This design comes from an exercise in tuning for small area, a short achievable clock period and few clock cycles per item on the open sky130 flow, not from production work. At most, simulation tests tie the RTL to the original design; equivalence was not proved. The RTL of runs 1 and 4 to 6 was laid out without a check of its function.

==> flow/design.v <==
`default_nettype none
module ex_mdu (
   input  logic        clk,
   input  logic        reset,
   input  logic        start,
   input  logic [2:0]  md_op,
   input  logic [31:0] rs,
   input  logic [31:0] rt,
   output logic        busy,
   output logic [31:0] hi,
   output logic [31:0] lo
);
   localparam int KM = 8;              
   localparam int KD = 1;              
   localparam int W  = 32 + KM;        
   localparam logic [2:0] OP_MULT  = 3'd1;
   localparam logic [2:0] OP_MULTU = 3'd2;
   localparam logic [2:0] OP_DIV   = 3'd3;
   localparam logic [2:0] OP_DIVU  = 3'd4;
   localparam logic [2:0] OP_MTHI  = 3'd5;
   localparam logic [2:0] OP_MTLO  = 3'd6;
   logic        busy_q;
   logic [31:0] hi_q, lo_q;
   logic [31:0] b_q;                   
   logic [5:0]  rem_q;                 
   logic        mul_q, sgn_q, aneg_q, dneg_q, post_q, inc_q;
   logic          mlast;
   logic          mneg;
   logic [W-1:0]  bx, hx;
   logic [W-1:0]  cs_s, cs_c, row, s_n, c_n;
   logic [W-1:0]  msum;
   logic          mc;
   always_comb begin
      mlast = (rem_q == 6'(KM));
      mneg  = mlast & sgn_q & lo_q[KM-1];
      bx    = {{(W-32){sgn_q & b_q[31]}}, b_q};
      hx    = {{(W-32){sgn_q & hi_q[31]}}, hi_q};
      cs_s  = hx;
      cs_c  = '0;
      for (int i = 0; i < KM; i++) begin
         if (i == KM - 1)
            row = (lo_q[i] ? (mneg ? ~bx : bx) : '0) << i;
         else
            row = (lo_q[i] ? bx : '0) << i;
         if (i == KM - 1 && mneg)
            row = row | W'((1 << (KM - 1)) - 1);
         s_n  = cs_s ^ cs_c ^ row;
         c_n  = ((cs_s & cs_c) | (cs_s & row) | (cs_c & row)) << 1;
         cs_s = s_n;
         cs_c = c_n;
      end
      mc = mneg;
      for (int i = 0; i < W; i++) begin
         msum[i] = cs_s[i] ^ cs_c[i] ^ mc;
         mc      = (cs_s[i] & cs_c[i]) | (cs_s[i] & mc) | (cs_c[i] & mc);
      end
   end
   logic [31:0] lo_e;
   logic        ic;
   always_comb begin
      ic = inc_q;
      for (int i = 0; i < 32; i++) begin
         lo_e[i] = lo_q[i] ^ ic;
         ic      = lo_q[i] & ic;
      end
   end
   logic [31:0] hi_n;
   logic        hc;
   always_comb begin
      hc = 1'b1;
      for (int i = 0; i < 32; i++) begin
         hi_n[i] = ~hi_q[i] ^ hc;
         hc      = ~hi_q[i] & hc;
      end
   end
   localparam int NSK = 4;
   localparam logic [4*6-1:0] SKV = {6'd2, 6'd4, 6'd8, 6'd16};
   logic        qn;                    
   logic [32:0] dx, dy, dt;
   logic        dc;
   logic [31:0] dr, dl;
   logic [31:0] dm;
   logic [31:0] zt;                    
   logic [NSK-1:0] sk;
   logic [31:0] shi, slo;
   logic [5:0]  sdec;
   logic        skip;
   always_comb begin
      qn = aneg_q ^ dneg_q;
      dy = {1'b1, b_q};
      dr = hi_q;
      dl = lo_e;
      for (int s = 0; s < KD; s++) begin
         dx = {dr, dl[31]};
         dc = ~dneg_q;
         for (int i = 0; i < 33; i++) begin
            dt[i] = dx[i] ^ dy[i] ^ dc;
            dc    = (dx[i] & dy[i]) | (dx[i] & dc) | (dy[i] & dc);
         end
         dr = dc ? dt[31:0] : dx[31:0];
         dl = {dl[30:0], dc ^ qn};
      end
      dm = ~b_q;
      zt[31] = 1'b1;
      for (int p = 30; p >= 0; p--) zt[p] = zt[p+1] & ~dm[p+1];
      for (int k = 0; k < NSK; k++) begin
         sk[k] = (rem_q >= 6'(SKV[k*6 +: 6]));
         for (int p = 0; p < 32; p++)
            if (zt[p]) begin
               if (p >= SKV[k*6 +: 6]) sk[k] = sk[k] & ~hi_q[p - SKV[k*6 +: 6]];
               else             sk[k] = sk[k] & ~lo_e[32 - SKV[k*6 +: 6] + p];
            end
         for (int p = 32 - SKV[k*6 +: 6]; p < 32; p++) sk[k] = sk[k] & ~hi_q[p];
      end
      skip = |sk;
      shi  = dr;
      slo  = dl;
      sdec = 6'(KD);
      for (int k = NSK - 1; k >= 0; k--)
         if (sk[k]) begin
            shi  = (SKV[k*6 +: 6] == 32) ? lo_e : ((hi_q << SKV[k*6 +: 6]) | (lo_e >> (32 - SKV[k*6 +: 6])));
            slo  = (SKV[k*6 +: 6] == 32) ? {32{qn}} : ((lo_e << SKV[k*6 +: 6]) | ({32{qn}} >> (32 - SKV[k*6 +: 6])));
            sdec = 6'(SKV[k*6 +: 6]);
         end
   end
   logic        dlast;
   assign dlast = (rem_q == sdec);
   logic        op_div, op_dsg, op_md;
   assign op_div = (md_op == OP_DIV) | (md_op == OP_DIVU);
   assign op_dsg = (md_op == OP_DIV);
   assign op_md  = (md_op == OP_MULT) | (md_op == OP_MULTU) | (op_div & (rt != 32'd0));
   always_ff @(posedge clk) begin
      if (reset) begin
         busy_q <= 1'b0;
         hi_q   <= 32'd0;
         lo_q   <= 32'd0;
      end else if (!busy_q) begin
         if (start) begin
            if (op_md) begin
               busy_q <= 1'b1;
               mul_q  <= ~op_div;
               sgn_q  <= (md_op == OP_MULT);
               aneg_q <= op_dsg & rs[31];
               dneg_q <= op_dsg & rt[31];
               inc_q  <= op_dsg & rs[31];
               post_q <= 1'b0;
               b_q    <= rt ^ {32{op_div & ~(op_dsg & rt[31])}};
               lo_q   <= rs ^ {32{op_dsg & rs[31]}};
               hi_q   <= 32'd0;
               rem_q  <= 6'd32;
            end
            if (md_op == OP_MTHI) hi_q <= rs;
            if (md_op == OP_MTLO) lo_q <= rs;
         end
      end else if (mul_q) begin
         hi_q  <= msum[W-1:KM];
         lo_q  <= {msum[KM-1:0], lo_q[31:KM]};
         rem_q <= rem_q - 6'(KM);
         if (mlast) busy_q <= 1'b0;
      end else if (!post_q) begin
         inc_q <= 1'b0;
         hi_q  <= shi;
         lo_q  <= slo;
         rem_q <= rem_q - sdec;
         if (dlast) begin
            if (aneg_q | dneg_q) begin
               post_q <= 1'b1;
               inc_q  <= qn;
            end else begin
               busy_q <= 1'b0;
            end
         end
      end else begin
         lo_q   <= lo_e;
         if (aneg_q) hi_q <= hi_n;
         busy_q <= 1'b0;
      end
   end
   assign busy = busy_q;
   assign hi   = hi_q;
   assign lo   = lo_q;
endmodule
`default_nettype wire
==> flow/run.sh <==
#!/bin/bash
# synth_recipe.tcl (not shown) runs the flow's synth.tcl, then flattens the netlist and writes it again
# the make line also repeats each setting of config.mk as NAME=value (left out here)
make -C /OpenROAD-flow-scripts/flow DESIGN_CONFIG=/design/flow/config.mk WORK_HOME=/design/flow/orfs CLKGATE_MAP_FILE= SYNTH_SCRIPT=/design/flow/synth_recipe.tcl finish
==> flow/config.mk <==
export PLATFORM = sky130hd
export DESIGN_NAME = ex_mdu
export DESIGN_NICKNAME = ex_mdu
export VERILOG_FILES = /design/flow/design.v
export SDC_FILE = /design/flow/constraint.sdc
export NUM_CORES = 4
export LEC_CHECK = 0
export CAP_MARGIN = 20
export CORE_MARGIN = 2
export CORE_UTILIZATION = 40
export SLEW_MARGIN = 20
==> flow/constraint.sdc <==
create_clock -name core_clock -period 110.0 [get_ports {clk}]
set_input_delay 22.0000 -clock core_clock [delete_from_list [all_inputs] [get_ports {clk}]]
set_output_delay 22.0000 -clock core_clock [all_outputs]
set_load 0.01 [all_outputs]
==> results.py, run 1 <==
metrics = {
    "timing": {
        "clock.fmax_mhz": 39.4,
        "hold_violations": 0,
        "whs_ps": 632,
        "tightest_slew_ps": 1190,
        "fin_tns_setup_ps": 0,
        "finalSetupViolCount": 0,
        "maxSlewHeadroom_pct": 20.2,
        "slew_violations": 0,
        "min_period_ps": 25390,
        "rsz0062_at_grt": "false",
        "post-route-period-util_pct": 23.1,
        "finalClockSkew_ps": 22.7,
    },
    "drt": {
        "viasPerCell": 6.29,
        "avgRoutedWirePerCell_um": 25.4,
        "finalWirelength_mm": 71.7,
        "ant_nets": 0,
        "num_vias": 17700,
        "drt_iter0_drc": 2041,
        "dr.pass1.iters": 10,
        "drc": 0,
    },
    "critical_path": {
        "worstPathCellList": "clkdlybuf4s50_1, nor4_1, nand4_1, or2_2, a21o_1, nor2_1, o31ai_1, a211o_1, a31oi_1",
        "path_max_fanout": 19,
        "cp.arrival_ps": 25740,
        "crit_slowest_cell": "nor4_1",
        "cp-end-kind": "register",
        "path_buf_inv": 1,
        "worstSetupStartpoint": "rt[14]",
        "cp-start-kind": "primary input",
        "crit_type": "primary input to register",
        "crit_required_ps": 110350,
        "crit_family": "simple AND/OR/NAND/NOR gates",
        "max_stage_delay_ps": 780,
        "regToRegStartpoint": "lo_q[0]$_SDFFE_PP0P_",
        "rrSetupSlack_ps": 88890,
    },
    "die": {
        "fp.dieH_um": 224,
        "io_pins": 135,
        "coreArea_um2": 47700,
        "die-area_um2": 50100,
        "placementRows": 80,
        "initial_core_util_pct": 40.5,
        "die_w_um": 224,
    },
    "clocking": {
        "clock_path_buffers": 2,
        "h-tree-depth": 3,
        "clock-sinks": 109,
        "hold_buffers": 0,
        "clk_pin_slew_worst_paths_ps": 100,
        "postCtsSetupBuffers": 0,
        "cts_resized": 0,
        "clock_latency_ps": 420,
        "cts_buffers": 9,
        "cts_tree": "yes",
        "root_buffer": "clkbuf_16",
    },
    "layout": {
        "nets": 2675,
        "seq_area_um2": 2620,
        "layout-drive-gt1-share_pct": 3.31,
        "mostFrequentLayoutCells": "nand2_1, fa_1, inv_1",
        "diodes": 0,
        "finalNonFillerCells": 2819,
        "fill_cells": 4679,
        "area_growth_pct": 9.92,
        "final_common_cell": "nand2_1",
        "multiInputGateArea_um2": 15200,
    },
    "placement": {
        "io_buffers": 134,
        "dp_hpwl_mm": 52.8,
        "placed_cells": 2803,
        "gp_congestion": 0.984,
    },
    "global_route": {
        "grt_overflow": 0,
        "grt_pass1_wl_mm": 110,
        "grt_max_degree": 60,
        "grt_use_total_pct": 29.0,
        "antenna_found_initial": 0,
        "grt_pass1_vias": 17900,
    },
    "yosys": {
        "ys_types": 74,
        "syn_area_per_cell_um2": 8.70,
        "ys_seq_area_share_pct": 13.6,
        "yosysTopAreaCell": "fa_1",
        "yosys_warnings": 1,
        "synth-seq-cells": 109,
        "syn_nets": 2697,
        "synthArstFlopShare_pct": 0,
        "synth.cell_area_um2": 19300,
        "syn_inst": 2221,
        "synth_edf_count": 44,
        "synth_flop_cell": "dfxtp_1",
        "synth_area_leaders": "fa_1, ha_1, edfxtp_1",
        "synth_top_area_share_pct": 30.8,
    },
    "min_path": {
        "timing.hold.worst.class": "register to register",
        "hold_path.startpoint": "lo_q[21]$_SDFFE_PP0P_",
    },
    "flow_run": {
        "cap_violations": 0,
    },
    "outcome": {
        "status": "no timing/DRC/antenna violations",
    },
}
## stage by stage
stage          setup slack, ps  instance area [µm²]  utilization [%]
2_1_floorplan            85130                19300                -
3_3_place_gp             84270                20900             43.8
3_5_place_dp             84220                20900             43.8
4_1_cts                  84650                21200             44.4
5_1_grt                  84530                21200             44.5
6_report                 84610                21200             44.5
## cell families after synthesis
| kind of cell | synth area share, % |
|---|---|
| AO/OA/AOI/OAI | 20.2 |
| XOR/XNOR | 4.90 |
| adder cells (fa/ha/maj) | 37.8 |
| buffers and inverters | 8.21 |
| flip-flops | 13.6 |
| multiplexers | 0.279 |
| AND/OR/NAND/NOR | 15.0 |
## sequential cells by signal (all words and copies together) (netlist names)
signal,flops
busy_q,1
hi_q,32
sgn_q,1
post_q,1
rem_q,6
mul_q,1
lo_q,32
inc_q,1
dneg_q,1
aneg_q,1
b_q,32
## cell usage after synthesis, types with 17 or more instances
cell	number
edfxtp_1	44
nand2_1	320
a221oi_1	35
nor2_1	75
xor2_1	59
ha_1	109
fa_1	297
buf_2	20
clkbuf_1	151
o22ai_1	25
a21oi_1	111
nor4_1	18
a22oi_1	20
inv_1	214
nand3_1	25
a211o_1	17
nor3_1	24
dfxtp_1	65
and2_1	89
o21ai_0	109
a221o_1	37
a31oi_1	39
xnor2_1	49
a222oi_1	38
buf_1	24
o221ai_1	22
## worst paths after layout
kind	endpoint	depth (start not counted)
setup / recovery	lo_q[7]$_SDFFE_PP0P_	9
hold / removal	lo_q[21]$_SDFFE_PP0P_	2
hold reg to reg	lo_q[21]$_SDFFE_PP0P_	2
setup reg to reg	hi_q[31]$_SDFFE_PP0P_	73
## worst min-delay path: cells and delay by family, from the launching register on
family	cells	cell delay (ps)
DFF	1	370
AOI/OAI and AO/OA	2	220
## layer usage
metal	GRT usage (%)	part of all wire, %
met1	38.7	41
met4	13.3	4.6
met2	45.7	46
met5	0	0
met3	5.59	8.8
## layout make-up
class                   count  area share (%)
clock inverters             4           0.130
flip-flops and latches    109            12.4
repair buffers            164            7.36
well taps                 615            3.62
inverters                 217            3.84
clock buffers              12            1.21
multi-input cells        1698            71.5
==> inputs of run 2 (changes only) <==
--- a/flow/design.v
+++ b/flow/design.v
@@ -28,3 +28,3 @@
    logic          mneg;
-   logic [W-1:0]  bx, hx;
+   logic [32:0]   bx, nx;
    logic [W-1:0]  cs_s, cs_c, row, s_n, c_n;
@@ -35,15 +35,15 @@
       mneg  = mlast & sgn_q & lo_q[KM-1];
-      bx    = {{(W-32){sgn_q & b_q[31]}}, b_q};
-      hx    = {{(W-32){sgn_q & hi_q[31]}}, hi_q};
-      cs_s  = hx;
-      cs_c  = '0;
-      for (int i = 0; i < KM; i++) begin
-         if (i == KM - 1)
-            row = (lo_q[i] ? (mneg ? ~bx : bx) : '0) << i;
-         else
-            row = (lo_q[i] ? bx : '0) << i;
-         if (i == KM - 1 && mneg)
-            row = row | W'((1 << (KM - 1)) - 1);
+      bx    = {sgn_q & b_q[31], b_q};
+      cs_s  = W'({~(sgn_q & hi_q[31]), hi_q});
+      cs_c  = W'({~(lo_q[0] & bx[32]), lo_q[0] ? bx[31:0] : 32'd0});
+      for (int i = 1; i < KM; i++) begin
+         if (i == KM - 1) begin
+            nx  = mneg ? ~bx : bx;
+            row = (W'({~(lo_q[i] & nx[32]), lo_q[i] ? nx[31:0] : 32'd0}) << i)
+                | W'({(KM-1){mneg}});
+         end else begin
+            row = W'({~(lo_q[i] & bx[32]), lo_q[i] ? bx[31:0] : 32'd0}) << i;
+         end
          s_n  = cs_s ^ cs_c ^ row;
-         c_n  = ((cs_s & cs_c) | (cs_s & row) | (cs_c & row)) << 1;
+         c_n  = ((cs_s & cs_c) | ((cs_s ^ cs_c) & row)) << 1;
          cs_s = s_n;
@@ -54,3 +54,3 @@
          msum[i] = cs_s[i] ^ cs_c[i] ^ mc;
-         mc      = (cs_s[i] & cs_c[i]) | (cs_s[i] & mc) | (cs_c[i] & mc);
+         mc      = (cs_s[i] & cs_c[i]) | ((cs_s[i] ^ cs_c[i]) & mc);
       end
@@ -97,3 +97,3 @@
             dt[i] = dx[i] ^ dy[i] ^ dc;
-            dc    = (dx[i] & dy[i]) | (dx[i] & dc) | (dy[i] & dc);
+            dc    = (dx[i] & dy[i]) | ((dx[i] ^ dy[i]) & dc);
          end
==> run 2 against run 1 <==
- register-to-register slack better by 110 ps
- flip-flop and latch count unchanged
- still clean
- largest cell class unchanged
- critical path type unchanged
- via count down 3.1%
==> results.py, run 2 <==
metrics = {
    "placement": {
        "placed_cells": 2614,
        "gp_congestion": 1.00,
        "io_buffers": 134,
        "pre_cts_slack_ps": 84300,
        "dp_hpwl_mm": 55.0,
    },
    "die": {
        "coreArea_um2": 46600,
        "placementRows": 79,
        "die-area_um2": 49000,
        "initial_core_util_pct": 40.6,
        "fp.dieH_um": 221,
        "io_pins": 135,
        "die_w_um": 221,
    },
    "drt": {
        "num_vias": 17200,
        "drc": 0,
        "viasPerCell": 6.52,
        "dr.pass1.iters": 7,
        "drt_iter0_drc": 2398,
        "ant_nets": 0,
        "finalWirelength_mm": 72.7,
        "avgRoutedWirePerCell_um": 27.6,
    },
    "global_route": {
        "met1_usage_pct": 40.3,
        "grt_max_degree": 67,
        "grt_pass1_vias": 17300,
        "grt_overflow": 0,
        "met2_usage_pct": 45.0,
        "grt_use_total_pct": 29.8,
        "grt_busiest_layer": "met2",
        "antenna_found_initial": 0,
        "grt_pass1_wl_mm": 111,
        "use_met3_pct": 7.71,
    },
    "clocking": {
        "cts_buffers": 9,
        "root_buffer": "clkbuf_16",
        "clk_pin_slew_worst_paths_ps": 80,
        "postCtsSetupBuffers": 0,
        "clock_path_buffers": 2,
        "hold_buffers": 0,
        "h-tree-depth": 3,
        "clock_latency_ps": 410,
        "cts_tree": "yes",
        "clock-sinks": 109,
        "cts_resized": 0,
    },
    "yosys": {
        "synth-seq-cells": 109,
        "ys_types": 77,
        "synth_edf_count": 44,
        "synth_area_leaders": "fa_1, and2_1, edfxtp_1",
        "syn_inst": 2026,
        "synth_top_area_share_pct": 31.1,
        "synth.top_cells.by_count": "fa_1, and2_1, clkbuf_1",
        "synth_flop_cell": "dfxtp_1",
        "yosysTopAreaCell": "fa_1",
        "synthArstFlopShare_pct": 0,
        "yosysMostFrequentCell": "fa_1",
        "synth.cell_area_um2": 18900,
        "syn_nets": 2470,
        "ys_seq_area_share_pct": 13.9,
        "yosys_warnings": 1,
        "syn_area_per_cell_um2": 9.32,
    },
    "critical_path": {
        "crit_slowest_cell": "nor4_1",
        "r2r_end": "hi_q[4]$_SDFFE_PP0P_",
        "worstPathCellList": "clkdlybuf4s50_1, nor4_1, nand2_1, or4_1, o21ai_0, a21oi_1, o21ai_0, nand2b_1, nor2_4, buf_4",
        "ff2ff_path_depth": 74,
        "crit_family": "simple AND/OR/NAND/NOR gates",
        "crit_top_cell": "o21ai_0",
        "cp.arrival_ps": 25600,
        "rrSetupSlack_ps": 89000,
        "crit_type": "primary input to register",
        "cp-end-kind": "register",
        "regToRegStartpoint": "lo_q[0]$_SDFFE_PP0P_",
        "path_buf_inv": 2,
        "crit_required_ps": 110120,
        "max_stage_delay_ps": 700,
        "cp-start-kind": "primary input",
        "path_max_fanout": 21,
    },
    "timing": {
        "clock.fmax_mhz": 39.2,
        "hold_violations": 0,
        "slew_violations": 0,
        "maxSlewHeadroom_pct": 25.3,
        "setup_ws_ps": 84510,
        "tightest_slew_ps": 1120,
        "fin_tns_setup_ps": 0,
        "finalSetupViolCount": 0,
        "finalClockSkew_ps": 21.7,
        "min_period_ps": 25490,
        "rsz0062_at_grt": "false",
        "post-route-period-util_pct": 23.2,
    },
    "min_path": {
        "min_to": "lo_q[10]$_SDFFE_PP0P_",
        "min_path_cells": 2,
        "timing.hold.worst.class": "register to register",
        "hold_path.startpoint": "lo_q[10]$_SDFFE_PP0P_",
    },
    "layout": {
        "nets": 2463,
        "diodes": 0,
        "largestRegisters": "b_q (32), hi_q (32), lo_q (32)",
        "mostFrequentLayoutCells": "fa_1, and2_1, clkdlybuf4s50_1",
        "layout-drive-gt1-share_pct": 5.39,
        "utilization_pct": 44.9,
        "final_common_cell": "fa_1",
        "area_growth_pct": 10.7,
        "finalNonFillerCells": 2631,
    },
    "flow_run": {
        "cap_violations": 0,
    },
    "outcome": {
        "status": "no timing/DRC/antenna violations",
    },
}
## run 2: cell types whose count changed after synthesis, moves of 17 or more
| cell | previous run | this run |
|---|---|---|
| nand2_1 | 320 | 91 |
| and2_1 | 89 | 263 |
| inv_1 | 214 | 60 |
| ha_1 | 109 | 81 |
| o211ai_1 | 16 | 39 |
| clkbuf_1 | 151 | 171 |
| a221o_1 | 37 | 18 |
| o21ai_0 | 109 | 128 |
| buf_1 | 24 | 7 |
| or3_1 | 5 | 22 |
## run 2: routing by layer
metal | up-vias | wire (µm)
met4 | 0 | 3290
met2 | 972 | 32300
met5 | - | 0
met1 | 8748 | 29500
met3 | 158 | 7620
li1 | 7285 | -
## run 2: how the worst max path moves through the flow
stage,from,end,slack (ps),depth (start not counted)
finish,rt[16],b_q[18]$_DFFE_PP_,84510,10
global route,rt[16],b_q[6]$_DFFE_PP_,84420,10
CTS,rt[16],b_q[10]$_DFFE_PP_,84710,10
detailed placement,rt[16],lo_q[31]$_SDFFE_PP0P_,84300,10
global placement,rt[16],lo_q[31]$_SDFFE_PP0P_,84350,10
floorplan,md_op[1],aneg_q$_DFFE_PP_,85270,7
## run 2: area by class of cell
| type | count | area, µm² |
|---|---|---|
| fill | 4481 | 25600 |
| multi-input combinational | 1655 | 15300 |
| sequential | 109 | 2630 |
| timing repair buffer | 182 | 1730 |
| tap | 607 | 759 |
| clock buffer | 13 | 240 |
| inverter | 62 | 233 |
| clock inverter | 3 | 22.5 |
## run 2: per-stage QoR
| step | hold WS, ps | area [µm²] |
|---|---|---|
| after global placement | 622 | 20600 |
| after floorplan | 565 | 18900 |
| after detailed placement | 623 | 20600 |
| after global routing | 661 | 20900 |
| final | 634 | 20900 |
| after CTS | 637 | 20900 |
## run 2: cells by family after synthesis
kind of cell,Yosys count,synth area share (%)
AO/OA/AOI/OAI,611,22.4
XOR/XNOR,103,4.82
adder cells (fa/ha/maj),374,36.4
buffers and inverters,262,5.47
flip-flops,109,13.9
multiplexers,10,0.557
AND/OR/NAND/NOR,557,16.4
## run 2: worst register-to-register path, delay by kind of cell, from the launching register on
kind / cells / cell delay [ps]
AOI/OAI and AO/OA: 5 / 970
buffers and inverters: 4 / 860
and+or+nand+nor: 1 / 60
DFF: 1 / 340
adders and majority gates: 63 / 18380
xor gates and xnor gates: 1 / 360
Testbench counts of run 2, summed over its fixed seeds: cycles 72,286, ops 12,000.
==> inputs of run 3 (changes only) <==
==> flow/flow/run.sh (new file) <==
#!/bin/bash
# Own layout flow: the standard layout (standard.sh: standard synthesis,
# floorplan, place, CTS, route, finish) with one change: the buffers ORFS puts
# on every input and output port are sky130_fd_sc_hd__buf_1 cells instead of
# the default choice (clkdlybuf4s50_1, a slow and large delay buffer).
# Full make output goes to flow_standard.log in the work folder.
set -euo pipefail
cd "$(dirname "${BASH_SOURCE[0]}")/.."
export BUFFER_PORTS_ARGS="-buffer_cell sky130_fd_sc_hd__buf_1"
status=0
bash standard.sh > flow_standard.log 2>&1 || status=$?
tail -n 20 flow_standard.log
exit $status
==> flow/standard.sh (new file) <==
#!/bin/bash
# synth_recipe.tcl (not shown) runs the flow's synth.tcl, then flattens the netlist and writes it again
# the make line also repeats each setting of config.mk as NAME=value (left out here)
make -C /OpenROAD-flow-scripts/flow DESIGN_CONFIG=/design/flow/config.mk WORK_HOME=/design/flow/orfs CLKGATE_MAP_FILE= SYNTH_SCRIPT=/design/flow/synth_recipe.tcl "${@:-finish}"
removed: flow/run.sh
==> run 3 against run 2 <==
- global-route usage down 0.35 points
- flip-flop and latch count stayed put
- sequential share of layout area up 0.56 points
- die area unchanged
- first-iteration DRC count shrank 4.7%
- critical endpoint is now lo_q[31]$_SDFFE_PP0P_
==> results.py, run 3 <==
metrics = {
    "timing": {
        "slew_violations": 0,
        "maxSlewHeadroom_pct": 18.2,
        "post-route-period-util_pct": 22.7,
        "finalSetupViolCount": 0,
        "min_period_ps": 25010,
        "clock.fmax_mhz": 40.0,
        "rsz0062_at_grt": "false",
        "setup_ws_ps": 84990,
        "hold_violations": 0,
        "tightest_slew_ps": 1230,
        "fin_tns_setup_ps": 0,
        "finalClockSkew_ps": 13.7,
    },
    "placement": {
        "gp_congestion": 0.971,
        "placed_cells": 2606,
        "io_buffers": 134,
        "dp_hpwl_mm": 53.7,
        "pre_cts_slack_ps": 84730,
    },
    "drt": {
        "drc": 0,
        "drt_iter0_drc": 2286,
        "avgRoutedWirePerCell_um": 27.4,
        "num_vias": 17200,
        "finalWirelength_mm": 71.9,
        "ant_nets": 0,
        "viasPerCell": 6.56,
        "dr.pass1.iters": 8,
    },
    "critical_path": {
        "crit_type": "primary input to register",
        "path_max_fanout": 50,
        "max_stage_delay_ps": 640,
        "worstPathCellList": "buf_1, nor4_1, nand2_1, or4_1, o211ai_1, nand3_1, buf_4, o311a_1, and4_1, a2111oi_2",
        "crit_required_ps": 110310,
        "cp.arrival_ps": 25320,
        "path_buf_inv": 2,
        "cp-end-kind": "register",
        "crit_family": "simple AND/OR/NAND/NOR gates",
        "cp-start-kind": "primary input",
        "crit_slowest_cell": "nor4_1",
    },
    "yosys": {
        "synth_flop_cell": "dfxtp_1",
        "syn_area_per_cell_um2": 9.32,
        "syn_nets": 2470,
        "yosysMostFrequentCell": "fa_1",
        "synth.cell_area_um2": 18900,
        "yosysTopAreaCell": "fa_1",
        "synth_top_area_share_pct": 31.1,
        "ys_types": 77,
        "synth_area_leaders": "fa_1, and2_1, edfxtp_1",
        "synth_edf_count": 44,
        "syn_inst": 2026,
        "synthArstFlopShare_pct": 0,
        "ys_seq_area_share_pct": 13.9,
        "synth-seq-cells": 109,
        "yosys_warnings": 1,
        "synth.top_cells.by_count": "fa_1, and2_1, clkbuf_1",
    },
    "layout": {
        "diodes": 0,
        "mostFrequentLayoutCells": "fa_1, and2_1, buf_1",
        "utilization_pct": 43.0,
        "final_common_cell": "fa_1",
        "seq_area_um2": 2630,
        "nets": 2454,
        "layout-drive-gt1-share_pct": 5.01,
        "area_growth_pct": 5.95,
        "finalNonFillerCells": 2622,
        "multiInputGateArea_um2": 15300,
        "fill_cells": 4607,
        "largestRegisters": "b_q (32), hi_q (32), lo_q (32)",
    },
    "global_route": {
        "grt_use_total_pct": 29.4,
        "grt_pass1_wl_mm": 110,
        "grt_max_degree": 67,
        "grt_overflow": 0,
        "grt_pass1_vias": 17100,
        "antenna_found_initial": 2,
    },
    "die": {
        "fp.dieH_um": 221,
        "coreArea_um2": 46600,
        "placementRows": 79,
        "io_pins": 135,
        "initial_core_util_pct": 40.6,
        "die-area_um2": 49000,
        "die_w_um": 221,
    },
    "clocking": {
        "clock-sinks": 109,
        "cts_buffers": 9,
        "clock_path_buffers": 2,
        "hold_buffers": 0,
        "root_buffer": "clkbuf_16",
        "cts_resized": 0,
        "postCtsSetupBuffers": 0,
        "clk_pin_slew_worst_paths_ps": 90,
        "clock_latency_ps": 410,
        "h-tree-depth": 3,
        "cts_tree": "yes",
    },
    "flow_run": {
        "cap_violations": 0,
    },
    "outcome": {
        "status": "no timing/DRC/antenna violations",
    },
    "min_path": {
        "timing.hold.worst.class": "register to register",
    },
}
==> run 3: cell counts after synthesis <==
No cell type changed its count.
==> run 3: cells by family (layout without fill, tap and decap cells) <==
logic type / after synthesis / in the layout / synth area share, %
AOI/OAI and AO/OA: 611 / 611 / 22.4
and+or+nand+nor: 557 / 557 / 16.4
adders and majority gates: 374 / 374 / 36.4
buffers and inverters: 262 / 251 / 5.47
DFF: 109 / 109 / 13.9
xor gates and xnor gates: 103 / 103 / 4.82
muxes: 10 / 10 / 0.557
==> run 3: tightest hold or removal path: cells and delay by family (launching register included) <==
| family | cells | cell delay (ps) |
|---|---|---|
| flip-flops | 1 | 360 |
| AO/OA/AOI/OAI | 2 | 240 |
==> run 3: final timing paths <==
kind                         start               endpoint  slack [ps]  cells past startpoint
min          lo_q[25]$_SDFFE_PP0P_  lo_q[25]$_SDFFE_PP0P_         640                      2
max reg2reg   lo_q[0]$_SDFFE_PP0P_  hi_q[17]$_SDFFE_PP0P_       88900                     73
max                         rt[16]  lo_q[31]$_SDFFE_PP0P_       84990                     10
min reg2reg  lo_q[25]$_SDFFE_PP0P_  lo_q[25]$_SDFFE_PP0P_         640                      2
==> run 3: layout make-up <==
type                    instances  share of cell area, %
inverters                      62                   1.16
clock inverters                 5                  0.225
multi-input cells            1655                   76.5
well taps                     607                   3.80
repair buffers                173                   3.98
clock buffers                  11                   1.21
flip-flops and latches        109                   13.1
==> run 3: metal layers <==
layer / GRT usage, % / up-vias / routed length, µm
met1: 40.5 / 8769 / 29700
met3: 7.13 / 158 / 7380
met2: 44.9 / 1011 / 32200
li1: - / 7262 / -
met4: 11.0 / 0 / 2690
met5: 0 / - / 0
==> run 3: stage by stage <==
stage | cell area, µm² | hold WS [ps]
3_3_place_gp | 19700 | 607
4_1_cts | 20000 | 636
5_1_grt | 20000 | 660
6_report | 20000 | 644
3_5_place_dp | 19700 | 627
2_1_floorplan | 18900 | 565
==> inputs of run 4 (changes only) <==
--- a/flow/design.v
+++ b/flow/design.v
@@ -25,3 +25,4 @@
    logic [5:0]  rem_q;                 
-   logic        mul_q, sgn_q, aneg_q, dneg_q, post_q, inc_q;
+   logic        mul_q, sgn_q, aneg_q, dneg_q, post_q, inc_q, first_q, zero_q;
+   logic [31:0] hi_v;                  
    logic          mlast;
@@ -88,5 +89,6 @@
    always_comb begin
+      hi_v = hi_q & {32{~first_q}};
       qn = aneg_q ^ dneg_q;
       dy = {1'b1, b_q};
-      dr = hi_q;
+      dr = hi_v;
       dl = lo_e;
@@ -109,6 +111,6 @@
             if (zt[p]) begin
-               if (p >= SKV[k*6 +: 6]) sk[k] = sk[k] & ~hi_q[p - SKV[k*6 +: 6]];
+               if (p >= SKV[k*6 +: 6]) sk[k] = sk[k] & ~hi_v[p - SKV[k*6 +: 6]];
                else             sk[k] = sk[k] & ~lo_e[32 - SKV[k*6 +: 6] + p];
             end
-         for (int p = 32 - SKV[k*6 +: 6]; p < 32; p++) sk[k] = sk[k] & ~hi_q[p];
+         for (int p = 32 - SKV[k*6 +: 6]; p < 32; p++) sk[k] = sk[k] & ~hi_v[p];
       end
@@ -120,3 +122,3 @@
          if (sk[k]) begin
-            shi  = (SKV[k*6 +: 6] == 32) ? lo_e : ((hi_q << SKV[k*6 +: 6]) | (lo_e >> (32 - SKV[k*6 +: 6])));
+            shi  = (SKV[k*6 +: 6] == 32) ? lo_e : ((hi_v << SKV[k*6 +: 6]) | (lo_e >> (32 - SKV[k*6 +: 6])));
             slo  = (SKV[k*6 +: 6] == 32) ? {32{qn}} : ((lo_e << SKV[k*6 +: 6]) | ({32{qn}} >> (32 - SKV[k*6 +: 6])));
@@ -127,7 +129,20 @@
    assign dlast = (rem_q == sdec);
-   logic        op_div, op_dsg, op_md;
+   logic        op_mul, op_div, op_dsg, zero;
+   assign op_mul = (md_op == OP_MULT) | (md_op == OP_MULTU);
    assign op_div = (md_op == OP_DIV) | (md_op == OP_DIVU);
    assign op_dsg = (md_op == OP_DIV);
-   assign op_md  = (md_op == OP_MULT) | (md_op == OP_MULTU) | (op_div & (rt != 32'd0));
+   assign zero   = (rt == 32'd0);
    always_ff @(posedge clk) begin
+      if (!busy_q) begin
+         mul_q   <= ~op_div;
+         sgn_q   <= (md_op == OP_MULT);
+         aneg_q  <= op_dsg & rs[31];
+         dneg_q  <= op_dsg & rt[31];
+         inc_q   <= op_dsg & rs[31];
+         post_q  <= 1'b0;
+         first_q <= 1'b1;
+         zero_q  <= zero;
+         rem_q   <= 6'd32;
+         b_q     <= (zero & op_div) ? lo_q : (rt ^ {32{op_div & ~(op_dsg & rt[31])}});
+      end
       if (reset) begin
@@ -138,15 +153,7 @@
          if (start) begin
-            if (op_md) begin
+            if (op_mul | op_div) begin
                busy_q <= 1'b1;
-               mul_q  <= ~op_div;
-               sgn_q  <= (md_op == OP_MULT);
-               aneg_q <= op_dsg & rs[31];
-               dneg_q <= op_dsg & rt[31];
-               inc_q  <= op_dsg & rs[31];
-               post_q <= 1'b0;
-               b_q    <= rt ^ {32{op_div & ~(op_dsg & rt[31])}};
                lo_q   <= rs ^ {32{op_dsg & rs[31]}};
-               hi_q   <= 32'd0;
-               rem_q  <= 6'd32;
             end
+            if (op_mul) hi_q <= 32'd0;
             if (md_op == OP_MTHI) hi_q <= rs;
@@ -159,7 +166,11 @@
          if (mlast) busy_q <= 1'b0;
+      end else if (first_q & zero_q) begin
+         lo_q   <= b_q;
+         busy_q <= 1'b0;
       end else if (!post_q) begin
-         inc_q <= 1'b0;
-         hi_q  <= shi;
-         lo_q  <= slo;
-         rem_q <= rem_q - sdec;
+         inc_q   <= 1'b0;
+         first_q <= 1'b0;
+         hi_q    <= shi;
+         lo_q    <= slo;
+         rem_q   <= rem_q - sdec;
          if (dlast) begin
==> run 4 against run 3 <==
- still clean on timing, DRC and antenna
- first-iteration DRC count increased by 7.3%
- sequential share of layout area decreased by 0.86 points
- critical path depth decreased by 1
- design area increased by 6.9%
- flip-flop and latch count increased by 2
- global-route usage increased by 4.3 points
- maximum frequency increased by 2.1%
- core utilization increased by 0.63 points
- largest cell class unchanged
==> results.py, run 4 <==
metrics = {
    "critical_path": {
        "cp-end-kind": "register",
        "cp-start-kind": "primary input",
        "cp.arrival_ps": 24780,
        "ff2ff_path_depth": 73,
        "crit_type": "primary input to register",
        "path_max_fanout": 23,
        "crit_required_ps": 110300,
    },
    "timing": {
        "min_period_ps": 24490,
        "clock.fmax_mhz": 40.8,
        "finalClockSkew_ps": 13.7,
        "fin_tns_setup_ps": 0,
        "maxSlewHeadroom_pct": 21.6,
        "setup_ws_ps": 85510,
        "post-route-period-util_pct": 22.3,
        "rsz0062_at_grt": "false",
        "slew_violations": 0,
        "finalSetupViolCount": 0,
        "hold_violations": 0,
        "tightest_slew_ps": 1160,
    },
    "yosys": {
        "synth_edf_count": 40,
        "synth-seq-cells": 111,
        "synth_fa_ha_area_share_pct": 34.6,
        "syn_nets": 2685,
        "synth_top_area_share_pct": 29.5,
        "synth_top_family_by_area": "adder cells",
        "synth.top_cells.by_count": "fa_1, and2_1, nor2_1",
        "yosysTopAreaCell": "fa_1",
        "ys_seq_area_share_pct": 13.2,
        "yosys_warnings": 1,
        "synth.cell_area_um2": 19900,
        "ys_types": 77,
        "syn_area_per_cell_um2": 8.88,
        "synth_flop_cell": "dfxtp_1",
        "synth_simple_gate_area_share_pct": 19.6,
        "yosysMostFrequentCell": "fa_1",
        "synth_mux_area_share_pct": 1.26,
        "synthXorXnorAreaFrac_pct": 4.49,
        "synth-compound-area-share_pct": 21.3,
        "synthArstFlopShare_pct": 0,
        "syn_inst": 2241,
        "synth_area_leaders": "fa_1, and2_1, dfxtp_1",
    },
    "clocking": {
        "cts_buffers": 9,
        "hold_buffers": 0,
        "clock_path_buffers": 2,
        "cts_resized": 0,
        "clock_latency_ps": 400,
        "h-tree-depth": 3,
        "cts_tree": "yes",
        "clock-sinks": 111,
        "clk_pin_slew_worst_paths_ps": 100,
        "postCtsSetupBuffers": 0,
        "root_buffer": "clkbuf_16",
    },
    "layout": {
        "area_growth_pct": 7.52,
        "fill_cells": 4879,
        "largestRegisters": "b_q (32), hi_q (32), lo_q (32)",
        "diodes": 0,
        "layout-drive-gt1-share_pct": 5.41,
        "finalNonFillerCells": 2937,
        "mostFrequentLayoutCells": "fa_1, and2_1, nor2_1",
        "seq_area_um2": 2630,
        "final_common_cell": "fa_1",
        "multiInputGateArea_um2": 16200,
        "nets": 2712,
    },
    "die": {
        "coreArea_um2": 49100,
        "die-area_um2": 51500,
        "placementRows": 81,
        "die_w_um": 227,
        "io_pins": 135,
        "fp.dieH_um": 227,
        "initial_core_util_pct": 40.5,
    },
    "drt": {
        "finalWirelength_mm": 86.0,
        "dr.pass1.iters": 8,
        "num_vias": 19400,
        "avgRoutedWirePerCell_um": 29.3,
        "ant_nets": 0,
        "drc": 0,
        "viasPerCell": 6.62,
        "drt_iter0_drc": 2452,
    },
    "placement": {
        "placed_cells": 2921,
        "io_buffers": 134,
        "pre_cts_slack_ps": 85200,
        "gp_congestion": 0.990,
        "dp_hpwl_mm": 63.5,
    },
    "min_path": {
        "timing.hold.worst.class": "register to register",
        "min_path_cells": 2,
    },
    "outcome": {
        "status": "no timing/DRC/antenna violations",
    },
    "flow_run": {
        "cap_violations": 0,
    },
    "global_route": {
        "grt_pass1_wl_mm": 128,
        "grt_overflow": 0,
        "grt_use_total_pct": 33.7,
        "grt_max_degree": 67,
        "grt_pass1_vias": 19300,
        "antenna_found_initial": 4,
    },
}
[run 4: cell count changes after synthesis, moves of 26 or more]
cell      delta
inv_1       +26
nor3_1      +31
o21ai_0     -33
nor2_1     +141
a222oi_1    -33
a211oi_1    +50
a221oi_1    +44
[run 4: path summary, 6_finish.rpt]
| path | from | to | slack [ps] |
|---|---|---|---|
| max | md_op[2] | lo_q[6]$_SDFFE_PP0P_ | 85510 |
| min | rem_q[4]$_DFF_P_ | rem_q[4]$_DFF_P_ | 610 |
| max reg2reg | lo_q[0]$_SDFFE_PP0P_ | hi_q[15]$_SDFFE_PP0P_ | 87610 |
| min reg2reg | rem_q[4]$_DFF_P_ | rem_q[4]$_DFF_P_ | 610 |
[run 4: logic make-up (layout without fill, tap and decap cells)]
kind of cell / Yosys count / in the layout
mux: 25 / 25
xor+xnor: 102 / 102
buf+inv: 280 / 312
compound gates: 595 / 595
simple gates: 754 / 754
fa+ha+maj: 374 / 374
flops: 111 / 111
[run 4: through the flow]
step	cell area, µm²	utilization, %	hold slack (ps)
global route	21400	43.6	594
CTS	21400	43.6	569
detailed placement	21100	42.9	555
global placement	21100	42.9	537
finish	21400	43.6	606
floorplan	19900	-	453
[run 4: worst max-delay path: stages]
cell	delay [ps]
buf_1	170
or3_1	440
and3_1	200
buf_4	230
nor2_1	850
a221oi_1	120
a21boi_0	230
o2111a_1	230
a2111oi_2	310
[run 4: metal layers]
| layer | up-vias | GRT usage, % | wire [µm] |
|---|---|---|---|
| met5 | - | 0 | 21 |
| met4 | 4 | 16.1 | 4940 |
| met3 | 294 | 10.8 | 11200 |
| met2 | 1349 | 49.3 | 35900 |
| met1 | 9758 | 45.2 | 33900 |
| li1 | 8028 | - | - |
[run 4: final cells by class]
| class | instances | share of cell area, % |
|---|---|---|
| multi-input cells | 1850 | 75.9 |
| well taps | 664 | 3.88 |
| clock inverters | 7 | 0.451 |
| flip-flops and latches | 111 | 12.3 |
| clock buffers | 9 | 1.05 |
| inverters | 89 | 1.56 |
| repair buffers | 207 | 4.92 |
==> inputs of run 5 (changes only) <==
--- a/flow/design.v
+++ b/flow/design.v
@@ -13,3 +13,2 @@
    localparam int KM = 8;              
-   localparam int KD = 1;              
    localparam int W  = 32 + KM;        
@@ -26,3 +25,2 @@
    logic        mul_q, sgn_q, aneg_q, dneg_q, post_q, inc_q, first_q, zero_q;
-   logic [31:0] hi_v;                  
    logic          mlast;
@@ -76,4 +74,2 @@
    end
-   localparam int NSK = 4;
-   localparam logic [4*6-1:0] SKV = {6'd2, 6'd4, 6'd8, 6'd16};
    logic        qn;                    
@@ -81,50 +77,25 @@
    logic        dc;
-   logic [31:0] dr, dl;
-   logic [31:0] dm;
-   logic [31:0] zt;                    
-   logic [NSK-1:0] sk;
-   logic [31:0] shi, slo;
-   logic [5:0]  sdec;
-   logic        skip;
+   logic [31:0] dm;                    
+   logic [4:0]  ma, mdv;               
+   logic [5:0]  sh;
+   logic [31:0] bsh;
    always_comb begin
-      hi_v = hi_q & {32{~first_q}};
       qn = aneg_q ^ dneg_q;
+      dx = {1'b0, hi_q};
       dy = {1'b1, b_q};
-      dr = hi_v;
-      dl = lo_e;
-      for (int s = 0; s < KD; s++) begin
-         dx = {dr, dl[31]};
-         dc = ~dneg_q;
-         for (int i = 0; i < 33; i++) begin
-            dt[i] = dx[i] ^ dy[i] ^ dc;
-            dc    = (dx[i] & dy[i]) | ((dx[i] ^ dy[i]) & dc);
-         end
-         dr = dc ? dt[31:0] : dx[31:0];
-         dl = {dl[30:0], dc ^ qn};
+      dc = ~dneg_q;
+      for (int i = 0; i < 33; i++) begin
+         dt[i] = dx[i] ^ dy[i] ^ dc;
+         dc    = (dx[i] & dy[i]) | ((dx[i] ^ dy[i]) & dc);
       end
-      dm = ~b_q;
-      zt[31] = 1'b1;
-      for (int p = 30; p >= 0; p--) zt[p] = zt[p+1] & ~dm[p+1];
-      for (int k = 0; k < NSK; k++) begin
-         sk[k] = (rem_q >= 6'(SKV[k*6 +: 6]));
-         for (int p = 0; p < 32; p++)
-            if (zt[p]) begin
-               if (p >= SKV[k*6 +: 6]) sk[k] = sk[k] & ~hi_v[p - SKV[k*6 +: 6]];
-               else             sk[k] = sk[k] & ~lo_e[32 - SKV[k*6 +: 6] + p];
-            end
-         for (int p = 32 - SKV[k*6 +: 6]; p < 32; p++) sk[k] = sk[k] & ~hi_v[p];
+      dm  = ~b_q;
+      ma  = 5'd0;
+      mdv = 5'd0;
+      for (int i = 0; i < 32; i++) begin
+         if (lo_e[i]) ma  = 5'(i);
+         if (dm[i])   mdv = 5'(i);
       end
-      skip = |sk;
-      shi  = dr;
-      slo  = dl;
-      sdec = 6'(KD);
-      for (int k = NSK - 1; k >= 0; k--)
-         if (sk[k]) begin
-            shi  = (SKV[k*6 +: 6] == 32) ? lo_e : ((hi_v << SKV[k*6 +: 6]) | (lo_e >> (32 - SKV[k*6 +: 6])));
-            slo  = (SKV[k*6 +: 6] == 32) ? {32{qn}} : ((lo_e << SKV[k*6 +: 6]) | ({32{qn}} >> (32 - SKV[k*6 +: 6])));
-            sdec = 6'(SKV[k*6 +: 6]);
-         end
+      sh  = {1'b0, ma} - {1'b0, mdv};
+      bsh = (b_q << sh[4:0]) | (~(32'hFFFF_FFFF << sh[4:0]) & {32{~dneg_q}});
    end
-   logic        dlast;
-   assign dlast = (rem_q == sdec);
    logic        op_mul, op_div, op_dsg, zero;
@@ -166,12 +137,28 @@
          if (mlast) busy_q <= 1'b0;
-      end else if (first_q & zero_q) begin
-         lo_q   <= b_q;
-         busy_q <= 1'b0;
+      end else if (first_q) begin
+         first_q <= 1'b0;
+         if (zero_q) begin
+            lo_q   <= b_q;
+            busy_q <= 1'b0;
+         end else begin
+            inc_q <= 1'b0;
+            hi_q  <= lo_e;
+            lo_q  <= {32{qn}};
+            b_q   <= bsh;
+            rem_q <= {1'b0, sh[4:0]};
+            if (sh[5]) begin
+               if (aneg_q | dneg_q) begin
+                  post_q <= 1'b1;
+                  inc_q  <= qn;
+               end else begin
+                  busy_q <= 1'b0;
+               end
+            end
+         end
       end else if (!post_q) begin
-         inc_q   <= 1'b0;
-         first_q <= 1'b0;
-         hi_q    <= shi;
-         lo_q    <= slo;
-         rem_q   <= rem_q - sdec;
-         if (dlast) begin
+         if (dc) hi_q <= dt[31:0];
+         lo_q  <= {lo_q[30:0], dc ^ qn};
+         b_q   <= {1'b1, b_q[31:1]};
+         rem_q <= rem_q - 6'd1;
+         if (rem_q == 6'd0) begin
             if (aneg_q | dneg_q) begin
==> run 5 against run 4 <==
- first-iteration DRC count is 20% lower
- still clean on timing, DRC and antenna
- critical path type unchanged
- non-clock buffer count is 6 lower
- maximum frequency is 1.3% lower
==> results.py, run 5 <==
metrics = {
    "yosys": {
        "yosys_warnings": 1,
        "ys_types": 81,
        "synthXorXnorAreaFrac_pct": 4.53,
        "synth_mux_area_share_pct": 7.78,
        "synth_fa_ha_area_share_pct": 34.5,
        "syn_inst": 2237,
        "synth-seq-cells": 111,
        "synth_simple_gate_area_share_pct": 18.3,
        "synth-compound-area-share_pct": 17.3,
        "synth_top_area_share_pct": 29.5,
        "synth.cell_area_um2": 19900,
        "yosysTopAreaCell": "fa_1",
        "synth_top_family_by_area": "adder cells",
        "synth_area_leaders": "fa_1, dfxtp_1, and2_1",
        "synth.top_cells.by_count": "fa_1, and2_1, nor2_1",
        "synth_flop_cell": "dfxtp_1",
        "synth_edf_count": 9,
        "ys_seq_area_share_pct": 11.6,
        "syn_nets": 2680,
        "yosysMostFrequentCell": "fa_1",
        "syn_area_per_cell_um2": 8.89,
        "synthArstFlopShare_pct": 0,
    },
    "global_route": {
        "grt_pass1_vias": 18100,
        "use_met3_pct": 3.74,
        "grt_max_degree": 100,
        "grt_use_total_pct": 28.7,
        "met1_usage_pct": 40.0,
        "grt_overflow": 0,
        "met2_usage_pct": 44.8,
        "grt_busiest_layer": "met2",
        "antenna_found_initial": 1,
        "grt_pass1_wl_mm": 112,
    },
    "min_path": {
        "hold_path.startpoint": "b_q[27]$_DFF_P_",
        "min_path_cells": 2,
        "timing.hold.worst.class": "register to register",
    },
    "layout": {
        "nets": 2683,
        "stdcell_area_um2": 21200,
        "utilization_pct": 43.3,
        "finalNonFillerCells": 2909,
        "diodes": 0,
        "largestRegisters": "b_q (32), hi_q (32), lo_q (32)",
        "layout-drive-gt1-share_pct": 6.06,
        "area_growth_pct": 6.70,
        "mostFrequentLayoutCells": "fa_1, and2_1, nor2_1",
        "final_common_cell": "fa_1",
        "fill_cells": 4962,
    },
    "die": {
        "die_w_um": 227,
        "die-area_um2": 51500,
        "fp.dieH_um": 227,
        "io_pins": 135,
        "coreArea_um2": 49100,
        "initial_core_util_pct": 40.6,
        "placementRows": 81,
    },
    "flow_run": {
        "cap_violations": 0,
    },
    "timing": {
        "finalClockSkew_ps": 13.0,
        "min_period_ps": 24810,
        "hold_violations": 0,
        "slew_violations": 0,
        "rsz0062_at_grt": "false",
        "maxSlewHeadroom_pct": 24.8,
        "finalSetupViolCount": 0,
        "fin_tns_setup_ps": 0,
        "post-route-period-util_pct": 22.6,
        "clock.fmax_mhz": 40.3,
        "tightest_slew_ps": 1130,
    },
    "critical_path": {
        "path_buf_inv": 1,
        "crit_slowest_cell": "nor2_1",
        "cp-start-kind": "primary input",
        "cp_num_cells": 7,
        "cp.arrival_ps": 25140,
        "path_max_fanout": 79,
        "ff2ff_path_depth": 47,
        "crit_type": "primary input to register",
        "crit_family": "simple AND/OR/NAND/NOR gates",
        "worstSetupStartpoint": "reset",
        "regToRegStartpoint": "lo_q[0]$_SDFFE_PP0P_",
        "crit_required_ps": 110330,
        "worstPathCellList": "clkbuf_4, nor2_1, nand2_1, nor2_1, nand2_1, or4_1, nand4b_1",
        "max_stage_delay_ps": 800,
        "cp-end-kind": "register",
    },
    "clocking": {
        "cts_resized": 0,
        "cts_tree": "yes",
        "clock-sinks": 111,
        "postCtsSetupBuffers": 0,
        "hold_buffers": 0,
        "clk_pin_slew_worst_paths_ps": 90,
        "root_buffer": "clkbuf_16",
        "clock_latency_ps": 400,
        "h-tree-depth": 3,
        "cts_buffers": 9,
        "clock_path_buffers": 2,
    },
    "drt": {
        "dr.pass1.iters": 5,
        "num_vias": 17900,
        "drc": 0,
        "avgRoutedWirePerCell_um": 24.9,
        "ant_nets": 0,
        "viasPerCell": 6.15,
        "drt_iter0_drc": 1958,
        "finalWirelength_mm": 72.5,
    },
    "outcome": {
        "status": "no timing/DRC/antenna violations",
    },
    "placement": {
        "dpl_cell_area_um2": 20900,
        "placed_cells": 2893,
        "io_buffers": 134,
        "gp_congestion": 0.951,
        "dp_hpwl_mm": 53.1,
    },
}
run 5: cell count changes after synthesis, moves of 25 or more:
cell      previous run  this run
buf_2               16        48
a21oi_1            112        65
o21ai_0             95       153
xor2_1              58        83
dfxtp_1             71       102
nand2_1             96       136
nor2_1             206       171
mux2i_1             25       107
a221oi_1            66        12
a22oi_1             15        51
edfxtp_1            40         9
o211ai_1            31        56
run 5: cells by family after synthesis:
family,count (synthesis)
AO/OA/AOI/OAI,514
XOR/XNOR,103
adder cells (fa/ha/maj),373
buffers and inverters,287
flip-flops,111
multiplexers,135
AND/OR/NAND/NOR,714
run 5: layer usage:
| metal | part of all wire [%] | wire length (µm) |
|---|---|---|
| met2 | 45 | 32800 |
| met1 | 42 | 30600 |
| met3 | 8.1 | 5900 |
| met5 | 0 | 0 |
| met4 | 4.5 | 3250 |
run 5: cell type report:
cell class	instances	area [µm²]	area share (%)
Clock buffer	9	225	1.06
Clock inverter	7	87.6	0.413
Inverter	78	293	1.38
Multi-Input combinational cell	1839	16500	77.5
Sequential cell	111	2320	10.9
Tap cell	664	831	3.91
Timing Repair Buffer	201	1010	4.77
run 5: tightest hold or removal path: stages (launching register included):
cell	delay, ps
dfxtp_1	340
a22oi_1	80
o221ai_1	60
run 5: path summary, 6_finish.rpt:
path | endpoint | slack [ps]
worst max-delay path | b_q[22]$_DFF_P_ | 85190
worst min-delay path | b_q[26]$_DFF_P_ | 510
worst max register to register | hi_q[31]$_SDFFE_PP0P_ | 89220
worst min register to register | b_q[26]$_DFF_P_ | 510
run 5: stage by stage:
stage	hold WS (ps)	worst slack, ps
after global routing	546	85040
final	508	85190
after detailed placement	487	84850
after CTS	508	85250
after floorplan	459	86350
after global placement	493	84960
==> inputs of run 6 (changes only) <==
--- a/flow/design.v
+++ b/flow/design.v
@@ -24,3 +24,3 @@
    logic [5:0]  rem_q;                 
-   logic        mul_q, sgn_q, aneg_q, dneg_q, post_q, inc_q, first_q, zero_q;
+   logic        mul_q, sgn_q, aneg_q, dneg_q, post_q, inc_q, first_q;
    logic          mlast;
@@ -65,23 +65,26 @@
    end
-   logic [31:0] hi_n;
-   logic        hc;
-   always_comb begin
-      hc = 1'b1;
-      for (int i = 0; i < 32; i++) begin
-         hi_n[i] = ~hi_q[i] ^ hc;
-         hc      = ~hi_q[i] & hc;
-      end
-   end
    logic        qn;                    
    logic [32:0] dx, dy, dt;
-   logic        dc;
-   logic [31:0] dm;                    
+   logic        dc, dq;
+   logic [31:0] dm, am;                
    logic [4:0]  ma, mdv;               
    logic [5:0]  sh;
+   logic [4:0]  se;
    logic [31:0] bsh;
    always_comb begin
-      qn = aneg_q ^ dneg_q;
-      dx = {1'b0, hi_q};
-      dy = {1'b1, b_q};
-      dc = ~dneg_q;
+      qn  = aneg_q ^ dneg_q;
+      dm  = b_q ^ {32{dneg_q}};
+      am  = hi_q ^ {32{aneg_q}};
+      ma  = 5'd0;
+      mdv = 5'd0;
+      for (int i = 0; i < 32; i++) begin
+         if (am[i]) ma  = 5'(i);
+         if (dm[i]) mdv = 5'(i);
+      end
+      sh  = {1'b0, ma} - {1'b0, mdv} + {5'd0, aneg_q};
+      se  = first_q ? sh[4:0] : 5'd0;
+      bsh = b_q << se;
+      dx = {aneg_q & hi_q[31], hi_q};
+      dy = {~aneg_q, bsh ^ {32{aneg_q ^ ~dneg_q}}};    
+      dc = ~qn;
       for (int i = 0; i < 33; i++) begin
@@ -90,12 +93,6 @@
       end
-      dm  = ~b_q;
-      ma  = 5'd0;
-      mdv = 5'd0;
-      for (int i = 0; i < 32; i++) begin
-         if (lo_e[i]) ma  = 5'(i);
-         if (dm[i])   mdv = 5'(i);
-      end
-      sh  = {1'b0, ma} - {1'b0, mdv};
-      bsh = (b_q << sh[4:0]) | (~(32'hFFFF_FFFF << sh[4:0]) & {32{~dneg_q}});
+      dq = aneg_q ? (dt[32] | (dt == 33'd0)) : dc;
    end
+   logic        dlast;
+   assign dlast = first_q ? (sh[5] | (sh[4:0] == 5'd0)) : (rem_q == 6'd0);
    logic        op_mul, op_div, op_dsg, zero;
@@ -111,8 +108,7 @@
          dneg_q  <= op_dsg & rt[31];
-         inc_q   <= op_dsg & rs[31];
+         inc_q   <= 1'b0;
          post_q  <= 1'b0;
          first_q <= 1'b1;
-         zero_q  <= zero;
          rem_q   <= 6'd32;
-         b_q     <= (zero & op_div) ? lo_q : (rt ^ {32{op_div & ~(op_dsg & rt[31])}});
+         b_q     <= rt;
       end
@@ -124,7 +120,8 @@
          if (start) begin
-            if (op_mul | op_div) begin
-               busy_q <= 1'b1;
-               lo_q   <= rs ^ {32{op_dsg & rs[31]}};
+            if (op_mul | (op_div & ~zero)) busy_q <= 1'b1;
+            if (op_mul) begin
+               lo_q <= rs;
+               hi_q <= 32'd0;
             end
-            if (op_mul) hi_q <= 32'd0;
+            if (op_div & ~zero) hi_q <= rs;
             if (md_op == OP_MTHI) hi_q <= rs;
@@ -137,31 +134,12 @@
          if (mlast) busy_q <= 1'b0;
-      end else if (first_q) begin
+      end else if (!post_q) begin
          first_q <= 1'b0;
-         if (zero_q) begin
-            lo_q   <= b_q;
-            busy_q <= 1'b0;
-         end else begin
-            inc_q <= 1'b0;
-            hi_q  <= lo_e;
-            lo_q  <= {32{qn}};
-            b_q   <= bsh;
-            rem_q <= {1'b0, sh[4:0]};
-            if (sh[5]) begin
-               if (aneg_q | dneg_q) begin
-                  post_q <= 1'b1;
-                  inc_q  <= qn;
-               end else begin
-                  busy_q <= 1'b0;
-               end
-            end
-         end
-      end else if (!post_q) begin
-         if (dc) hi_q <= dt[31:0];
-         lo_q  <= {lo_q[30:0], dc ^ qn};
-         b_q   <= {1'b1, b_q[31:1]};
-         rem_q <= rem_q - 6'd1;
-         if (rem_q == 6'd0) begin
-            if (aneg_q | dneg_q) begin
+         if (dq & ~(first_q & sh[5])) hi_q <= dt[31:0];
+         lo_q  <= {(first_q ? {31{qn}} : lo_q[30:0]), dq & ~(first_q & sh[5]) ^ qn};
+         b_q   <= {dneg_q, bsh[31:1]};
+         rem_q <= first_q ? {1'b0, sh[4:0]} - 6'd1 : rem_q - 6'd1;
+         if (dlast) begin
+            if (qn) begin
                post_q <= 1'b1;
-               inc_q  <= qn;
+               inc_q  <= 1'b1;
             end else begin
@@ -172,3 +150,2 @@
          lo_q   <= lo_e;
-         if (aneg_q) hi_q <= hi_n;
          busy_q <= 1'b0;
==> run 6 against run 5 <==
- core utilization shrank 0.34 points
- critical endpoint is now hi_q[21]$_SDFFE_PP0P_
- still clean on timing, DRC and antenna
- critical path depth rose by 2
- die area is 6.1% lower
- hold slack worse by 31 ps
- maximum frequency grew 3.2%
- clock-buffer cell count is 1 higher
- flip-flop and latch count shrank 1
- sequential share of layout area up 0.52 points
==> results.py, run 6 <==
metrics = {
    "yosys": {
        "ys_types": 76,
        "synth_flop_cell": "dfxtp_1",
        "synth-seq-cells": 110,
        "syn_area_per_cell_um2": 8.99,
        "synth_top_area_share_pct": 31.4,
        "synth_area_leaders": "fa_1, dfxtp_1, and2_1",
        "syn_nets": 2495,
        "synth.cell_area_um2": 18700,
        "synth_edf_count": 7,
        "yosysMostFrequentCell": "fa_1",
        "ys_seq_area_share_pct": 12.2,
        "synthArstFlopShare_pct": 0,
        "syn_inst": 2076,
        "synth.top_cells.by_count": "fa_1, and2_1, nand2_1",
        "yosys_warnings": 1,
        "yosysTopAreaCell": "fa_1",
    },
    "drt": {
        "finalWirelength_mm": 63.1,
        "num_vias": 16300,
        "ant_nets": 0,
        "viasPerCell": 6.04,
        "drc": 0,
        "avgRoutedWirePerCell_um": 23.4,
        "dr.pass1.iters": 7,
        "drt_iter0_drc": 1505,
    },
    "clocking": {
        "cts_resized": 0,
        "hold_buffers": 0,
        "cts_buffers": 9,
        "clock_path_buffers": 2,
        "root_buffer": "clkbuf_16",
        "postCtsSetupBuffers": 0,
        "cts_tree": "yes",
        "clock-sinks": 110,
        "clock_latency_ps": 400,
        "h-tree-depth": 3,
        "clk_pin_slew_worst_paths_ps": 80,
    },
    "critical_path": {
        "path_buf_inv": 2,
        "max_stage_delay_ps": 530,
        "worstSetupStartpoint": "rt[15]",
        "crit_type": "primary input to register",
        "r2r_end": "hi_q[27]$_SDFFE_PP0P_",
        "cp.arrival_ps": 24330,
        "cp_num_cells": 9,
        "cp-end-kind": "register",
        "worstPathCellList": "buf_1, nor4_1, nand4_1, o211ai_1, nand2_1, nor2_4, buf_4, a221oi_1, a211oi_1",
        "regToRegStartpoint": "aneg_q$_DFFE_PN_",
        "path_max_fanout": 62,
        "crit_family": "simple AND/OR/NAND/NOR gates",
        "timing.critical_path.to": "hi_q[21]$_SDFFE_PP0P_",
        "cp-start-kind": "primary input",
        "rrSetupSlack_ps": 88270,
        "crit_required_ps": 110280,
        "crit_slowest_cell": "buf_4",
        "ff2ff_path_depth": 59,
    },
    "timing": {
        "clock.fmax_mhz": 41.6,
        "min_period_ps": 24050,
        "maxSlewHeadroom_pct": 36.1,
        "post-route-period-util_pct": 21.9,
        "hold_violations": 0,
        "finalClockSkew_ps": 18.9,
        "finalSetupViolCount": 0,
        "slew_violations": 0,
        "fin_tns_setup_ps": 0,
        "tightest_slew_ps": 956,
        "whs_ps": 477,
        "rsz0062_at_grt": "false",
    },
    "global_route": {
        "grt_max_degree": 78,
        "grt_pass1_wl_mm": 97.5,
        "grt_overflow": 0,
        "grt_pass1_vias": 15900,
        "grt_use_total_pct": 26.5,
        "antenna_found_initial": 0,
    },
    "die": {
        "initial_core_util_pct": 40.3,
        "fp.dieH_um": 220,
        "die_w_um": 220,
        "coreArea_um2": 46300,
        "die-area_um2": 48400,
        "placementRows": 79,
        "io_pins": 135,
    },
    "layout": {
        "nets": 2502,
        "layout-drive-gt1-share_pct": 6.32,
        "mostFrequentLayoutCells": "fa_1, and2_1, nand2_1",
        "largestRegisters": "b_q (32), hi_q (32), lo_q (32)",
        "fill_cells": 4643,
        "area_growth_pct": 6.47,
        "diodes": 0,
        "final_common_cell": "fa_1",
    },
    "placement": {
        "gp_congestion": 0.922,
        "io_buffers": 134,
        "dp_hpwl_mm": 48.5,
    },
    "outcome": {
        "status": "no timing/DRC/antenna violations",
    },
    "min_path": {
        "timing.hold.worst.class": "register to register",
    },
    "flow_run": {
        "cap_violations": 0,
    },
}
==> run 6: cell count changes in the layout (fill, tap and decap cells not counted), moves of 31 or more <==
cell,previous run,this run
a22oi_1,51,5
nor2_1,170,129
o211ai_1,56,21
mux2i_1,107,37
xor2_1,82,30
o221ai_1,33,2
a21oi_1,65,98
==> run 6: stage by stage <==
step / setup WS (ps) / cell area [µm²] / cells / utilization, %
floorplan: 86570 / 18700 / 2076 / -
global placement: 85770 / 19500 / 2679 / 42.3
detailed placement: 85690 / 19500 / 2679 / 42.3
CTS: 86070 / 19900 / 2695 / 42.9
global route: 85850 / 19900 / 2695 / 42.9
finish: 85950 / 19900 / 2695 / 42.9
==> run 6: how the worst min path moves through the flow <==
stage / start / endpoint / depth (start not counted)
2_1_floorplan: inc_q$_DFF_P_ / inc_q$_DFF_P_ / 1
3_3_place_gp: inc_q$_DFF_P_ / inc_q$_DFF_P_ / 1
3_5_place_dp: inc_q$_DFF_P_ / inc_q$_DFF_P_ / 1
4_1_cts: inc_q$_DFF_P_ / inc_q$_DFF_P_ / 1
5_1_grt: inc_q$_DFF_P_ / inc_q$_DFF_P_ / 1
6_report: inc_q$_DFF_P_ / inc_q$_DFF_P_ / 1
==> run 6: logic make-up (layout without fill, tap and decap cells) <==
logic type               Yosys count  after routing  share of synthesized area (%)
flip-flops                       110            110                           12.2
adder cells (fa/ha/maj)          349            349                           35.2
buffers and inverters            247            259                           5.20
AO/OA/AOI/OAI                    460            460                           15.9
AND/OR/NAND/NOR                  741            741                           20.7
XOR/XNOR                          77             77                           3.72
multiplexers                      92             92                           7.12
==> run 6: layout make-up <==
| cell class | instances | area (µm²) | share of cell area, % |
|---|---|---|---|
| clock inverters | 6 | 78.8 | 0.397 |
| inverters | 65 | 244 | 1.23 |
| well taps | 607 | 759 | 3.82 |
| multi-input cells | 1719 | 15400 | 77.7 |
| flip-flops and latches | 110 | 2280 | 11.5 |
| repair buffers | 178 | 835 | 4.20 |
| clock buffers | 10 | 229 | 1.15 |
==> run 6: per-layer routing <==
layer / up-vias / routed length (µm) / GRT usage, %
met5: - / 0 / 0
met4: 0 / 1540 / 6.71
met3: 72 / 4940 / 4.65
met2: 662 / 29100 / 42.7
met1: 8358 / 27500 / 36.9
li1: 7195 / - / -

[afterwards: timing with drivers on the ports]
In the flow no input, the clock included, has a driving cell. The finished layouts below were timed again as built, in two steps. Step 1 assumes that a clkbuf_16 drives the clock port and a buf_2 every other input. Step 2 moves the port delays by t, midway between the first and last clock arrival at a register: inputs arrive t later, outputs are due t later. That takes back most of the time a late clock gives input paths. a / b / c = ideal / step 1 / step 2; a / b = the first two.
run	t, ns	slack for setup (ns)	worst data-port slew with drivers (ns)	cell pins on the clock port's net
run 1	0.467	84.606 / 84.636 / 84.170	0.05	1
run 2	0.455	84.511 / 84.541 / 84.086	0.04	1
run 3	0.460	84.995 / 85.030 / 84.570	0.04	1
run 4	0.444	85.512 / 85.539 / 85.096	0.08	1
run 5	0.441	85.193 / 85.197 / 84.756	0.06	1
run 6	0.445	85.953 / 85.982 / 85.538	0.08	1
After both steps setup and hold are still met in every run listed. The setup slack of run 5, which loses most, moves by +0.004 ns with the drivers and by -0.437 ns with both steps.
